Context: an optimization exercise on an open-source flow, tuned for small area, a short achievable clock period and few clock cycles per item. The choices shown serve that exercise and are no tape-out recipe. The RTL was checked by simulation tests, not by an equivalence proof against the original design. Power figures rest on the tool's default switching activity, not on a simulated workload.

## ldl_solve_top
module ldl_solve_top (
    input  logic        clk,
    input  logic        rst,
    input  logic [7:0]  paddr,
    input  logic        psel,
    input  logic        penable,
    input  logic        pwrite,
    input  logic [31:0] pwdata,
    output logic [31:0] prdata,
    output logic        pready,
    output logic        pslverr,
    output logic        done
);
    logic [15:0] lw [0:15];
    logic [15:0] dw [0:3];
    logic [15:0] ww [0:3];
    logic [4:0] word;
    logic [4:0] wword_q;
    logic       wr_q;
    assign word = paddr[6:2];
    always_ff @(posedge clk) begin
        if (rst) begin
            wr_q <= 1'b0;
        end else begin
            wr_q <= psel && !penable && pwrite && !paddr[7];
        end
        wword_q <= word;
    end
    for (genvar k = 0; k < 16; k++) begin : g_l
        always_ff @(posedge clk) begin
            if (wr_q && wword_q == 5'(k)) lw[k] <= pwdata[15:0];
        end
    end
    for (genvar k = 0; k < 4; k++) begin : g_d
        always_ff @(posedge clk) begin
            if (wr_q && wword_q == 5'(16 + k)) dw[k] <= pwdata[15:0];
        end
    end
    logic        busy;
    logic        v2;
    logic [1:0]  dst2;
    logic [15:0] result;
    logic [15:0] lo_q;
    logic [15:0] hi_q;
    logic [15:0] hi_word;
    logic        status_q;
    logic        err_q;
    logic        rd_fwd;
    assign rd_fwd = v2 && paddr[3:2] == dst2;
    always_comb begin
        hi_word = '0;
        if (!paddr[7] && paddr[6] && !paddr[5]) begin
            if (!paddr[4])    hi_word = dw[paddr[3:2]];
            else if (rd_fwd)  hi_word = result;
            else              hi_word = ww[paddr[3:2]];
        end
    end
    always_ff @(posedge clk) begin
        lo_q     <= (paddr[7] || paddr[6]) ? 16'h0 : lw[paddr[5:2]];
        hi_q     <= hi_word;
        status_q <= (paddr == 8'h84);
        err_q    <= (paddr > 8'h84);
    end
    logic [15:0] rdata;
    assign rdata = hi_q | lo_q;
    assign pready  = 1'b1;
    assign pslverr = err_q;
    assign prdata  = {16'h0, rdata[15:2],
                      status_q ? {done, busy} : rdata[1:0]};
    logic       ctrl_go;
    logic       go;
    logic       launch;
  ...
For scale: ~520 flip-flops, about 80 I/O pins, ~0.026 sq mm of cells after synthesis.
clock: 7.0 ns
lec_check: 0
cap_margin: 20
core_margin: 2
core_utilization: 60
cts_cluster_diameter: 80
cts_cluster_size: 30
setup_slack_margin: 4.0
slew_margin: 20
tns_end_percent: 3
run.sh (not shown) runs the stock make flow with config.mk's settings and CLKGATE_MAP_FILE= SYNTH_SCRIPT=/design/flow/synth_recipe.tcl, a recipe that flattens the netlist after the stock synthesis.
Testbench counts at the start, summed over its fixed seeds: cycles 2,784, solves 72.
Next try:
- CORE_UTILIZATION: 60 -> 50
- TNS_END_PERCENT: 3 -> 10
Power rises by about 3%.
Worst setup slack gains 0.010 ns.
Hold slack loses 0.0064 ns.
Clock skew rises by 0.015 ns.
Die area rises by 20%.
Routed wire length rises by about 4.6%.

---

Starting RTL as in the previous note.
Settings: LEC_CHECK=0, CAP_MARGIN=20, CORE_MARGIN=2, CORE_UTILIZATION=60, CTS_CLUSTER_DIAMETER=80, CTS_CLUSTER_SIZE=30, SETUP_SLACK_MARGIN=4.3, SLEW_MARGIN=20, TNS_END_PERCENT=10; clock period 7.0 ns.
Testbench counts at the start, summed over its fixed seeds: cycles 2,784, solves 72.
Change:
--- a/flow/config.mk
+++ b/flow/config.mk
@@ -12,3 +12,3 @@
 export CTS_CLUSTER_SIZE = 30
-export SETUP_SLACK_MARGIN = 4.3
+export SETUP_SLACK_MARGIN = 4.0
 export SLEW_MARGIN = 20
The changed run went through all stages and came out clean. Synthesized area does not change. Worst hold slack is better by 16 ps. Critical path depth fell by 9.
Change:
--- a/flow/config.mk
+++ b/flow/config.mk
@@ -14,2 +14,2 @@
 export SLEW_MARGIN = 20
-export TNS_END_PERCENT = 10
+export TNS_END_PERCENT = 20
Outcome: The changed run completed with no timing, DRC or antenna violations; final cell count rises by 0.81%; combinational power rises by about 5%; cell area rises by 1.7%; die area is unchanged; critical path depth stays the same; first-iteration DRC count rises by 5.5%; global-route usage is about the same; synthesized area does not change; count of clock-buffer cells in the layout stays the same; synthesized cell count is unchanged.
Change:
--- a/flow/config.mk
+++ b/flow/config.mk
@@ -12,4 +12,4 @@
 export CTS_CLUSTER_SIZE = 30
-export SETUP_SLACK_MARGIN = 4.0
+export SETUP_SLACK_MARGIN = 3.8
 export SLEW_MARGIN = 20
-export TNS_END_PERCENT = 20
+export TNS_END_PERCENT = 10
What happened: Final area went down slightly; area after synthesis does not change; die area does not change; routed wire length went down by a few percent; final cell count went down slightly; sequential power stays flat; synthesized cell count does not change; non-clock buffer count went down by 34; via count went down slightly; worst setup slack loses 27 ps.
Change:
--- a/flow/config.mk
+++ b/flow/config.mk
@@ -9,6 +9,6 @@
 export CORE_MARGIN = 2
-export CORE_UTILIZATION = 60
+export CORE_UTILIZATION = 66
 export CTS_CLUSTER_DIAMETER = 80
 export CTS_CLUSTER_SIZE = 30
-export SETUP_SLACK_MARGIN = 3.8
+export SETUP_SLACK_MARGIN = 4.0
 export SLEW_MARGIN = 20
Result: Final area goes up by 1.0%. Via count goes up by 2.4%. Cell count barely changes. Power goes down by 0.51%. Maximum frequency goes up by 0.98%. Clock power goes down by about 8%. Worst setup slack improves by 31 ps.

[afterwards: timing with drivers on the ports]
No port has a modelled driver above. Below, the same layouts with a new extraction and two added sets of constraints.
Step 1: set_driving_cell puts a clkbuf_16 on clk and a buf_2 on each other input, an assumption about the parent block.
Step 2 adds t to the input delays and takes it off the output delays; t is the mean of the earliest and latest rising clock arrival at the registers after step 1. Input paths then give back, and output paths get back, about the clock's delay inside the block.
Slacks: ideal / step 1 / step 2; pairs: ideal / step 1.
run	t, ns	setup slack, ns	hold WS [ns]	worst data-port slew with drivers (ns)
the first run of note 1	0.667	3.805 / 3.773 / 3.177	0.507 / 0.507 / 0.507	0.04
the second run of note 1	0.685	3.816 / 3.776 / 3.170	0.500 / 0.500 / 0.500	0.04
the first run of note 2	0.661	3.942 / 3.942 / 3.443	0.490 / 0.490 / 0.490	0.04
the second run of note 2	0.674	3.804 / 3.747 / 3.264	0.506 / 0.506 / 0.506	0.04
the third run of note 2	0.680	3.809 / 3.751 / 3.238	0.502 / 0.502 / 0.502	0.04
the fourth run of note 2	0.675	3.782 / 3.726 / 3.225	0.505 / 0.505 / 0.505	0.04
the fifth run of note 2	0.661	3.813 / 3.761 / 3.181	0.490 / 0.490 / 0.490	0.04
After both steps every run listed still meets setup and hold. For the second run of note 1, which loses most, drivers alone change the setup slack by -0.040 ns; drivers and shift together by -0.646 ns.
